This design comes from an exercise in tuning for small area on the open sky130 flow, not from production work.
The RTL was checked by simulation tests, not by an equivalence proof against the original design.
Power is estimated from default activity; no workload was simulated. No driver is modelled on the clock port, so clocking that relies on it looks cheaper here than on a real chip.

==> run F: inputs <==
## fcp_link_top
module fcp_link_top (
    input  logic                   user_clk,
    input  logic                   rst_user_300,
    input  fcp_link_pkg::fcp_msg_t fcp_in,
    input  logic                   drain_en,
    output fcp_link_pkg::fcp_msg_t fcp_out,
    output logic                   link_up,
    output fcp_link_pkg::count_t   drop_count,
    output fcp_link_pkg::total_t   total_count,
    output fcp_link_pkg::count_t   msg_rate
);
clock: 4.0 ns
lec_check: 0
cap_margin: 20
core_margin: 2
core_utilization: 80
place_density: 0.92
slew_margin: 20
synth_memory_max_bits: 16384
standard.sh (not shown) runs the stock make flow with config.mk's settings and CLKGATE_MAP_FILE= SYNTH_SCRIPT=/design/flow/synth_recipe.tcl, a recipe that flattens the netlist after the stock synthesis.
==> flow/flow/run.sh <==
#!/bin/bash
# Standard ORFS layout (standard synthesis unchanged), with lighter port buffers
# and a clock tree of large clusters without dummy loads. Each tool's output goes to a log here.
set -euo pipefail
B=sky130_fd_sc_hd
export BUFFER_PORTS_ARGS="-buffer_cell ${B}__buf_1"
export CTS_ARGS="-sink_clustering_enable -repair_clock_nets -dont_use_dummy_load -buf_list {${B}__clkbuf_16} -sink_clustering_size 30 -sink_clustering_max_diameter 100"
bash standard.sh > standard_flow.log 2>&1
==> inputs of run B, as changes to run F <==
==> flow/design.v (replaced) <==
package fcp_link_pkg;
    localparam int VC_W    = 16;
    localparam int STAT_W  = 32;
    localparam int BEAT_W  = 112;
    localparam int COUNT_W = 32;
    localparam int TOTAL_W = 64;
    typedef logic [VC_W-1:0]    vc_t;
    typedef logic [STAT_W-1:0]  stat_t;
    typedef logic [BEAT_W-1:0]  beat_t;
    typedef logic [COUNT_W-1:0] count_t;
    typedef logic [TOTAL_W-1:0] total_t;
    typedef struct packed {
        logic  valid;
        vc_t   vc;
        stat_t fccl;
        stat_t qlen;
        stat_t fccr;
    } fcp_msg_t;
    localparam int QUEUE_DEPTH = 16;
    localparam int QADDR_W     = $clog2(QUEUE_DEPTH);
    localparam int QCOUNT_W    = QADDR_W + 1;
    typedef logic [QADDR_W-1:0]  qaddr_t;
    typedef logic [QCOUNT_W-1:0] qcount_t;
    localparam int HOLDOFF_CYCLES     = 64;
    localparam int RATE_WINDOW_CYCLES = 256;
    localparam int WINDOW_W           = $clog2(RATE_WINDOW_CYCLES);
    localparam int RATE_W             = WINDOW_W + 1;
    typedef logic [WINDOW_W-1:0] window_cnt_t;
    typedef logic [RATE_W-1:0]   rate_t;
endpackage
module fcp_ingress_packer (
    input  logic                  user_clk,
    input  logic                  rst_user_300,
    input  logic                  in_valid,
    input  logic                  holdoff_end,
    input  logic                  full,
    output logic                  pend_valid,
    output logic                  commit,
    output logic                  capture,
    output logic                  link_up,
    output fcp_link_pkg::count_t  drop_count
);
    logic                 link_up_q;
    logic                 pend_q;
    fcp_link_pkg::count_t drop_q;
    always_ff @(posedge user_clk) begin
        if (rst_user_300) begin
            link_up_q <= 1'b0;
        end else if (holdoff_end) begin
            link_up_q <= 1'b1;
        end
    end
    assign link_up = link_up_q;
    assign capture = in_valid && link_up_q;
    always_ff @(posedge user_clk) begin
        if (rst_user_300) begin
            pend_q <= 1'b0;
        end else begin
            pend_q <= capture;
        end
    end
    assign pend_valid = pend_q;
    assign commit     = pend_q && !full;
    always_ff @(posedge user_clk) begin
        if (rst_user_300) begin
            drop_q <= '0;
        end else if (pend_q && full) begin
            drop_q <= drop_q + fcp_link_pkg::count_t'(1);
        end
    end
    assign drop_count = drop_q;
endmodule
module fcp_beat_queue (
    input  logic                user_clk,
    input  logic                rst_user_300,
    input  fcp_link_pkg::beat_t in_beat,
    input  logic                capture,
    input  logic                commit,
    input  logic                rd_en,
    output fcp_link_pkg::beat_t head_q,
    output logic                full,
    output logic                empty
);
    localparam int D = fcp_link_pkg::QUEUE_DEPTH;
    logic [D-1:0][fcp_link_pkg::BEAT_W-1:0] mem_q;
    fcp_link_pkg::qaddr_t  wr_ptr_q;
    fcp_link_pkg::qaddr_t  wr_ptr_d;
    fcp_link_pkg::qcount_t count_q;
    fcp_link_pkg::qcount_t count_d;
    logic [D-1:0]          rd_oh_q;
    logic                  store;
    assign full  = count_q[fcp_link_pkg::QADDR_W];
    assign empty = (count_q == '0);
    always_comb begin
        count_d = count_q;
        if (commit && !rd_en) count_d = count_q + fcp_link_pkg::qcount_t'(1);
        if (!commit && rd_en) count_d = count_q - fcp_link_pkg::qcount_t'(1);
    end
    assign wr_ptr_d = wr_ptr_q + fcp_link_pkg::qaddr_t'(commit);
    assign store    = capture && !count_d[fcp_link_pkg::QADDR_W];
    always_ff @(posedge user_clk) begin
        if (rst_user_300) begin
            count_q  <= '0;
            wr_ptr_q <= '0;
        end else begin
            count_q  <= count_d;
            wr_ptr_q <= wr_ptr_d;
        end
    end
    always_ff @(posedge user_clk) begin
        if (rst_user_300) begin
            rd_oh_q <= D'(1);
        end else if (rd_en) begin
            rd_oh_q <= {rd_oh_q[D-2:0], rd_oh_q[D-1]};
        end
    end
    for (genvar i = 0; i < D; i++) begin : g_row
        always_ff @(posedge user_clk) begin
            if (store && wr_ptr_d == fcp_link_pkg::qaddr_t'(i)) begin
                mem_q[i] <= in_beat;
            end
        end
    end
    fcp_link_pkg::beat_t head_d;
    always_comb begin
        head_d = '0;
        for (int i = 0; i < D; i++) begin
            head_d = head_d | (mem_q[i] & {fcp_link_pkg::BEAT_W{rd_oh_q[i]}});
        end
    end
    always_ff @(posedge user_clk) begin
        head_q <= head_d;
    end
endmodule
module fcp_egress_unpacker (
    input  logic                   user_clk,
    input  logic                   rst_user_300,
    input  fcp_link_pkg::beat_t    head_q,
    input  logic                   empty,
    input  logic                   drain_en,
    output logic                   rd_en,
    output fcp_link_pkg::fcp_msg_t fcp_out
);
    logic valid_q;
    assign rd_en = drain_en && !empty;
    always_ff @(posedge user_clk) begin
        if (rst_user_300) begin
            valid_q <= 1'b0;
        end else begin
            valid_q <= rd_en;
        end
    end
    assign fcp_out = {valid_q, head_q};
endmodule
module fcp_rate_meter (
    input  logic                 user_clk,
    input  logic                 rst_user_300,
    input  logic                 msg_valid,
    output logic                 holdoff_end,
    output fcp_link_pkg::total_t total_count,
    output fcp_link_pkg::count_t msg_rate
);
    fcp_link_pkg::total_t      total_q;
    fcp_link_pkg::window_cnt_t window_q;
    fcp_link_pkg::window_cnt_t in_window_q;
    fcp_link_pkg::rate_t       rate_q;
    logic                      window_end;
    always_ff @(posedge user_clk) begin
        if (rst_user_300) begin
            total_q <= '0;
        end else if (msg_valid) begin
            total_q <= total_q + fcp_link_pkg::total_t'(1);
        end
    end
    always_ff @(posedge user_clk) begin
        if (rst_user_300) begin
            window_q <= '0;
        end else begin
            window_q <= window_q + fcp_link_pkg::window_cnt_t'(1);
        end
    end
    assign window_end  = (window_q == fcp_link_pkg::window_cnt_t'(fcp_link_pkg::RATE_WINDOW_CYCLES - 1));
    assign holdoff_end = (window_q == fcp_link_pkg::window_cnt_t'(fcp_link_pkg::HOLDOFF_CYCLES - 1));
    always_ff @(posedge user_clk) begin
        if (rst_user_300) begin
            in_window_q <= '0;
            rate_q      <= '0;
        end else if (window_end) begin
            rate_q      <= fcp_link_pkg::rate_t'(in_window_q) + fcp_link_pkg::rate_t'(msg_valid);
            in_window_q <= '0;
        end else begin
            in_window_q <= in_window_q + fcp_link_pkg::window_cnt_t'(msg_valid);
        end
    end
    assign total_count = total_q;
    assign msg_rate    = fcp_link_pkg::count_t'(rate_q);
endmodule
module fcp_link_top (
    input  logic                   user_clk,
    input  logic                   rst_user_300,
    input  fcp_link_pkg::fcp_msg_t fcp_in,
    input  logic                   drain_en,
    output fcp_link_pkg::fcp_msg_t fcp_out,
    output logic                   link_up,
    output fcp_link_pkg::count_t   drop_count,
    output fcp_link_pkg::total_t   total_count,
    output fcp_link_pkg::count_t   msg_rate
);
    logic                capture;
    logic                commit;
    logic                pend_valid;
    logic                full;
    logic                empty;
    logic                rd_en;
    logic                holdoff_end;
    fcp_link_pkg::beat_t head_q;
    fcp_ingress_packer u_packer (
        .user_clk     (user_clk),
        .rst_user_300 (rst_user_300),
        .in_valid     (fcp_in.valid),
        .holdoff_end  (holdoff_end),
        .full         (full),
        .pend_valid   (pend_valid),
        .commit       (commit),
        .capture      (capture),
        .link_up      (link_up),
        .drop_count   (drop_count)
    );
    fcp_beat_queue u_queue (
        .user_clk     (user_clk),
        .rst_user_300 (rst_user_300),
        .in_beat      (fcp_in[fcp_link_pkg::BEAT_W-1:0]),
        .capture      (capture),
        .commit       (commit),
        .rd_en        (rd_en),
        .head_q       (head_q),
        .full         (full),
        .empty        (empty)
    );
    fcp_egress_unpacker u_unpacker (
        .user_clk     (user_clk),
        .rst_user_300 (rst_user_300),
        .head_q       (head_q),
        .empty        (empty),
        .drain_en     (drain_en),
        .rd_en        (rd_en),
        .fcp_out      (fcp_out)
    );
    fcp_rate_meter u_meter (
        .user_clk     (user_clk),
        .rst_user_300 (rst_user_300),
        .msg_valid    (fcp_out.valid),
        .holdoff_end  (holdoff_end),
        .total_count  (total_count),
        .msg_rate     (msg_rate)
    );
endmodule
Settings changed: CAP_MARGIN 20 to 5, CORE_UTILIZATION 80 to 55, PLACE_DENSITY 0.92 to 0.7, SLEW_MARGIN 20 to 5.
==> inputs of run D, as changes to run F <==
==> flow/design.v (replaced) <==
package fcp_link_pkg;
    localparam int VC_W    = 16;
    localparam int STAT_W  = 32;
    localparam int BEAT_W  = 112;
    localparam int COUNT_W = 32;
    localparam int TOTAL_W = 64;
    typedef logic [VC_W-1:0]    vc_t;
    typedef logic [STAT_W-1:0]  stat_t;
    typedef logic [BEAT_W-1:0]  beat_t;
    typedef logic [COUNT_W-1:0] count_t;
    typedef logic [TOTAL_W-1:0] total_t;
    typedef struct packed {
        logic  valid;
        vc_t   vc;
        stat_t fccl;
        stat_t qlen;
        stat_t fccr;
    } fcp_msg_t;
    localparam int QUEUE_DEPTH = 16;
    localparam int QADDR_W     = $clog2(QUEUE_DEPTH);
    localparam int QCOUNT_W    = QADDR_W + 1;
    typedef logic [QADDR_W-1:0]  qaddr_t;
    typedef logic [QCOUNT_W-1:0] qcount_t;
    localparam int HOLDOFF_CYCLES     = 64;
    localparam int RATE_WINDOW_CYCLES = 256;
    localparam int WINDOW_W           = $clog2(RATE_WINDOW_CYCLES);
    localparam int RATE_W             = WINDOW_W + 1;
    typedef logic [WINDOW_W-1:0] window_cnt_t;
    typedef logic [RATE_W-1:0]   rate_t;
endpackage
module fcp_ingress_packer (
    input  logic                  user_clk,
    input  logic                  rst_user_300,
    input  logic                  in_valid,
    input  logic                  holdoff_end,
    input  logic                  full,
    output logic                  pend_valid,
    output logic                  commit,
    output logic                  capture,
    output logic                  link_up,
    output fcp_link_pkg::count_t  drop_count
);
    logic                 link_up_q;
    logic                 pend_q;
    fcp_link_pkg::count_t drop_q;
    always_ff @(posedge user_clk) begin
        if (rst_user_300) begin
            link_up_q <= 1'b0;
        end else if (holdoff_end) begin
            link_up_q <= 1'b1;
        end
    end
    assign link_up = link_up_q;
    assign capture = in_valid && link_up_q;
    always_ff @(posedge user_clk) begin
        if (rst_user_300) begin
            pend_q <= 1'b0;
        end else begin
            pend_q <= capture;
        end
    end
    assign pend_valid = pend_q;
    assign commit     = pend_q && !full;
    always_ff @(posedge user_clk) begin
        if (rst_user_300) begin
            drop_q <= '0;
        end else if (pend_q && full) begin
            drop_q <= drop_q + fcp_link_pkg::count_t'(1);
        end
    end
    assign drop_count = drop_q;
endmodule
module fcp_beat_queue (
    input  logic                user_clk,
    input  logic                rst_user_300,
    input  fcp_link_pkg::beat_t in_beat,
    input  logic                capture,
    input  logic                commit,
    input  logic                rd_en,
    output fcp_link_pkg::beat_t head_q,
    output logic                full,
    output logic                empty
);
    localparam int D = fcp_link_pkg::QUEUE_DEPTH;
    logic [D-1:0][fcp_link_pkg::BEAT_W-1:0] mem_q;
    fcp_link_pkg::qaddr_t  wr_ptr_q;
    fcp_link_pkg::qaddr_t  wr_ptr_d;
    fcp_link_pkg::qcount_t count_q;
    fcp_link_pkg::qcount_t count_d;
    logic [D-1:0]          rd_oh_q;
    logic                  store;
    assign full  = count_q[fcp_link_pkg::QADDR_W];
    assign empty = (count_q == '0);
    always_comb begin
        count_d = count_q;
        if (commit && !rd_en) count_d = count_q + fcp_link_pkg::qcount_t'(1);
        if (!commit && rd_en) count_d = count_q - fcp_link_pkg::qcount_t'(1);
    end
    assign wr_ptr_d = wr_ptr_q + fcp_link_pkg::qaddr_t'(commit);
    assign store    = capture && !count_d[fcp_link_pkg::QADDR_W];
    always_ff @(posedge user_clk) begin
        if (rst_user_300) begin
            count_q  <= '0;
            wr_ptr_q <= '0;
        end else begin
            count_q  <= count_d;
            wr_ptr_q <= wr_ptr_d;
        end
    end
    always_ff @(posedge user_clk) begin
        if (rst_user_300) begin
            rd_oh_q <= D'(1);
        end else if (rd_en) begin
            rd_oh_q <= {rd_oh_q[D-2:0], rd_oh_q[D-1]};
        end
    end
    for (genvar i = 0; i < D; i++) begin : g_row
        always_ff @(posedge user_clk) begin
            if (store && wr_ptr_d == fcp_link_pkg::qaddr_t'(i)) begin
                mem_q[i] <= in_beat;
            end
        end
    end
    fcp_link_pkg::beat_t head_d;
    always_comb begin
        head_d = '0;
        for (int i = 0; i < D; i++) begin
            head_d = head_d | (mem_q[i] & {fcp_link_pkg::BEAT_W{rd_oh_q[i]}});
        end
    end
    always_ff @(posedge user_clk) begin
        head_q <= head_d;
    end
endmodule
module fcp_egress_unpacker (
    input  logic                   user_clk,
    input  logic                   rst_user_300,
    input  fcp_link_pkg::beat_t    head_q,
    input  logic                   empty,
    input  logic                   drain_en,
    output logic                   rd_en,
    output fcp_link_pkg::fcp_msg_t fcp_out
);
    logic valid_q;
    assign rd_en = drain_en && !empty;
    always_ff @(posedge user_clk) begin
        if (rst_user_300) begin
            valid_q <= 1'b0;
        end else begin
            valid_q <= rd_en;
        end
    end
    assign fcp_out = {valid_q, head_q};
endmodule
module fcp_rate_meter (
    input  logic                 user_clk,
    input  logic                 rst_user_300,
    input  logic                 msg_valid,
    output logic                 holdoff_end,
    output fcp_link_pkg::total_t total_count,
    output fcp_link_pkg::count_t msg_rate
);
    fcp_link_pkg::total_t      total_q;
    fcp_link_pkg::window_cnt_t window_q;
    fcp_link_pkg::window_cnt_t in_window_q;
    fcp_link_pkg::rate_t       rate_q;
    logic                      window_end;
    always_ff @(posedge user_clk) begin
        if (rst_user_300) begin
            total_q <= '0;
        end else if (msg_valid) begin
            total_q <= total_q + fcp_link_pkg::total_t'(1);
        end
    end
    always_ff @(posedge user_clk) begin
        if (rst_user_300) begin
            window_q <= '0;
        end else begin
            window_q <= window_q + fcp_link_pkg::window_cnt_t'(1);
        end
    end
    assign window_end  = (window_q == fcp_link_pkg::window_cnt_t'(fcp_link_pkg::RATE_WINDOW_CYCLES - 1));
    assign holdoff_end = (window_q == fcp_link_pkg::window_cnt_t'(fcp_link_pkg::HOLDOFF_CYCLES - 1));
    always_ff @(posedge user_clk) begin
        if (rst_user_300) begin
            in_window_q <= '0;
            rate_q      <= '0;
        end else if (window_end) begin
            rate_q      <= fcp_link_pkg::rate_t'(in_window_q) + fcp_link_pkg::rate_t'(msg_valid);
            in_window_q <= '0;
        end else begin
            in_window_q <= in_window_q + fcp_link_pkg::window_cnt_t'(msg_valid);
        end
    end
    assign total_count = total_q;
    assign msg_rate    = fcp_link_pkg::count_t'(rate_q);
endmodule
module fcp_link_top (
    input  logic                   user_clk,
    input  logic                   rst_user_300,
    input  fcp_link_pkg::fcp_msg_t fcp_in,
    input  logic                   drain_en,
    output fcp_link_pkg::fcp_msg_t fcp_out,
    output logic                   link_up,
    output fcp_link_pkg::count_t   drop_count,
    output fcp_link_pkg::total_t   total_count,
    output fcp_link_pkg::count_t   msg_rate
);
    logic                capture;
    logic                commit;
    logic                pend_valid;
    logic                full;
    logic                empty;
    logic                rd_en;
    logic                holdoff_end;
    fcp_link_pkg::beat_t head_q;
    fcp_ingress_packer u_packer (
        .user_clk     (user_clk),
        .rst_user_300 (rst_user_300),
        .in_valid     (fcp_in.valid),
        .holdoff_end  (holdoff_end),
        .full         (full),
        .pend_valid   (pend_valid),
        .commit       (commit),
        .capture      (capture),
        .link_up      (link_up),
        .drop_count   (drop_count)
    );
    fcp_beat_queue u_queue (
        .user_clk     (user_clk),
        .rst_user_300 (rst_user_300),
        .in_beat      (fcp_in[fcp_link_pkg::BEAT_W-1:0]),
        .capture      (capture),
        .commit       (commit),
        .rd_en        (rd_en),
        .head_q       (head_q),
        .full         (full),
        .empty        (empty)
    );
    fcp_egress_unpacker u_unpacker (
        .user_clk     (user_clk),
        .rst_user_300 (rst_user_300),
        .head_q       (head_q),
        .empty        (empty),
        .drain_en     (drain_en),
        .rd_en        (rd_en),
        .fcp_out      (fcp_out)
    );
    fcp_rate_meter u_meter (
        .user_clk     (user_clk),
        .rst_user_300 (rst_user_300),
        .msg_valid    (fcp_out.valid),
        .holdoff_end  (holdoff_end),
        .total_count  (total_count),
        .msg_rate     (msg_rate)
    );
endmodule
==> flow/flow/run.sh (replaced) <==
#!/bin/bash
# Standard ORFS layout (standard synthesis unchanged), with lighter port buffers
# and a clock tree without dummy loads. Each tool's output goes to a log here.
set -euo pipefail
export BUFFER_PORTS_ARGS="-buffer_cell sky130_fd_sc_hd__buf_1"
export CTS_ARGS="-sink_clustering_enable -repair_clock_nets -dont_use_dummy_load -buf_list {sky130_fd_sc_hd__clkbuf_4 sky130_fd_sc_hd__clkbuf_8}"
bash standard.sh > standard_flow.log 2>&1
Settings changed: CORE_UTILIZATION 80 to 45, PLACE_DENSITY 0.92 to 0.6.
==> notes <==
Run F passed the timing, design-rule and antenna checks. Run B finished with timing, DRC and antenna clean. Run D finished with timing, DRC and antenna clean. In run B the sequential power is higher than in run F, by about 11%. In run B the maximum frequency is higher than in run F, by about 11%. In run F the via count is higher than in run D, by 51%. In run F the cell count is larger than in run D, by 10%. In area after synthesis, run D and run B do not differ. The lowest die area belongs to run F, the highest to run D.
==> figures <==
quantity	run F	run D	run B
Result of the run	timing/DRC/antenna clean	timing/DRC/antenna clean	timing/DRC/antenna clean
Count of sequential standard cells	2085	2053	2053
Most common library cell in the layout ignoring fill and taps	sky130_fd_sc_hd__a22o_1	sky130_fd_sc_hd__edfxtp_1	sky130_fd_sc_hd__edfxtp_1
Via count of the first global-routing pass	60560	40970	38820
Combinational power	0.818 mW	2.19 mW	2.23 mW
Clk sink count	2085	2053	2053
Sw Ratio	22.69%	22.18%	21.88%
Overall track demand over capacity in global routing	51.80%	24.60%	27.77%
Synth unique cells	51	49	49
Fraction of area in registers	55.08%	72.35%	75.34%
Non-clock inverter total of the final layout	19	14	14
Syn_area_per_cell	11.42 um2	18.39 um2	18.39 um2
Fin crit share	98.50%	92.56%	88.79%
WHS Endpoint	u_packer.beat_q[57]	u_queue.mem_q[903]	u_meter.rate_q[8]

-- re-timing with driven ports --
The results above use ideal ports. As a check the final layouts listed here were re-extracted and re-timed, cells and wires unchanged. Step 1 sets driving cells, clkbuf_16 on the clock port and buf_2 on the other inputs (assumed; they add their load-dependent delay and slew). Step 2 also shifts input and output timing later by t, the mid clock arrival at the registers, as if the neighbouring blocks saw the same clock. a / b / c = ideal ports / drivers / drivers and shift; a / b = the first two.
run	t, ns	setup slack, ns	latest minus earliest clock arrival (ns)	worst register clock-pin slew, ns	pins driven straight from the clock port
run F	0.764	0.060 / -0.026 / 0.666	0.062 / 0.063	0.12 / 0.12	1
run B	0.783	0.449 / 0.449 / 0.182	0.082 / 0.082	0.12 / 0.12	1
run D	1.069	0.298 / 0.298 / 0.066	0.095 / 0.095	0.07 / 0.07	1
After both steps every run listed still meets setup and hold. For run B, which loses most, drivers alone change the setup slack by 0.000 ns; drivers and shift together by -0.267 ns.
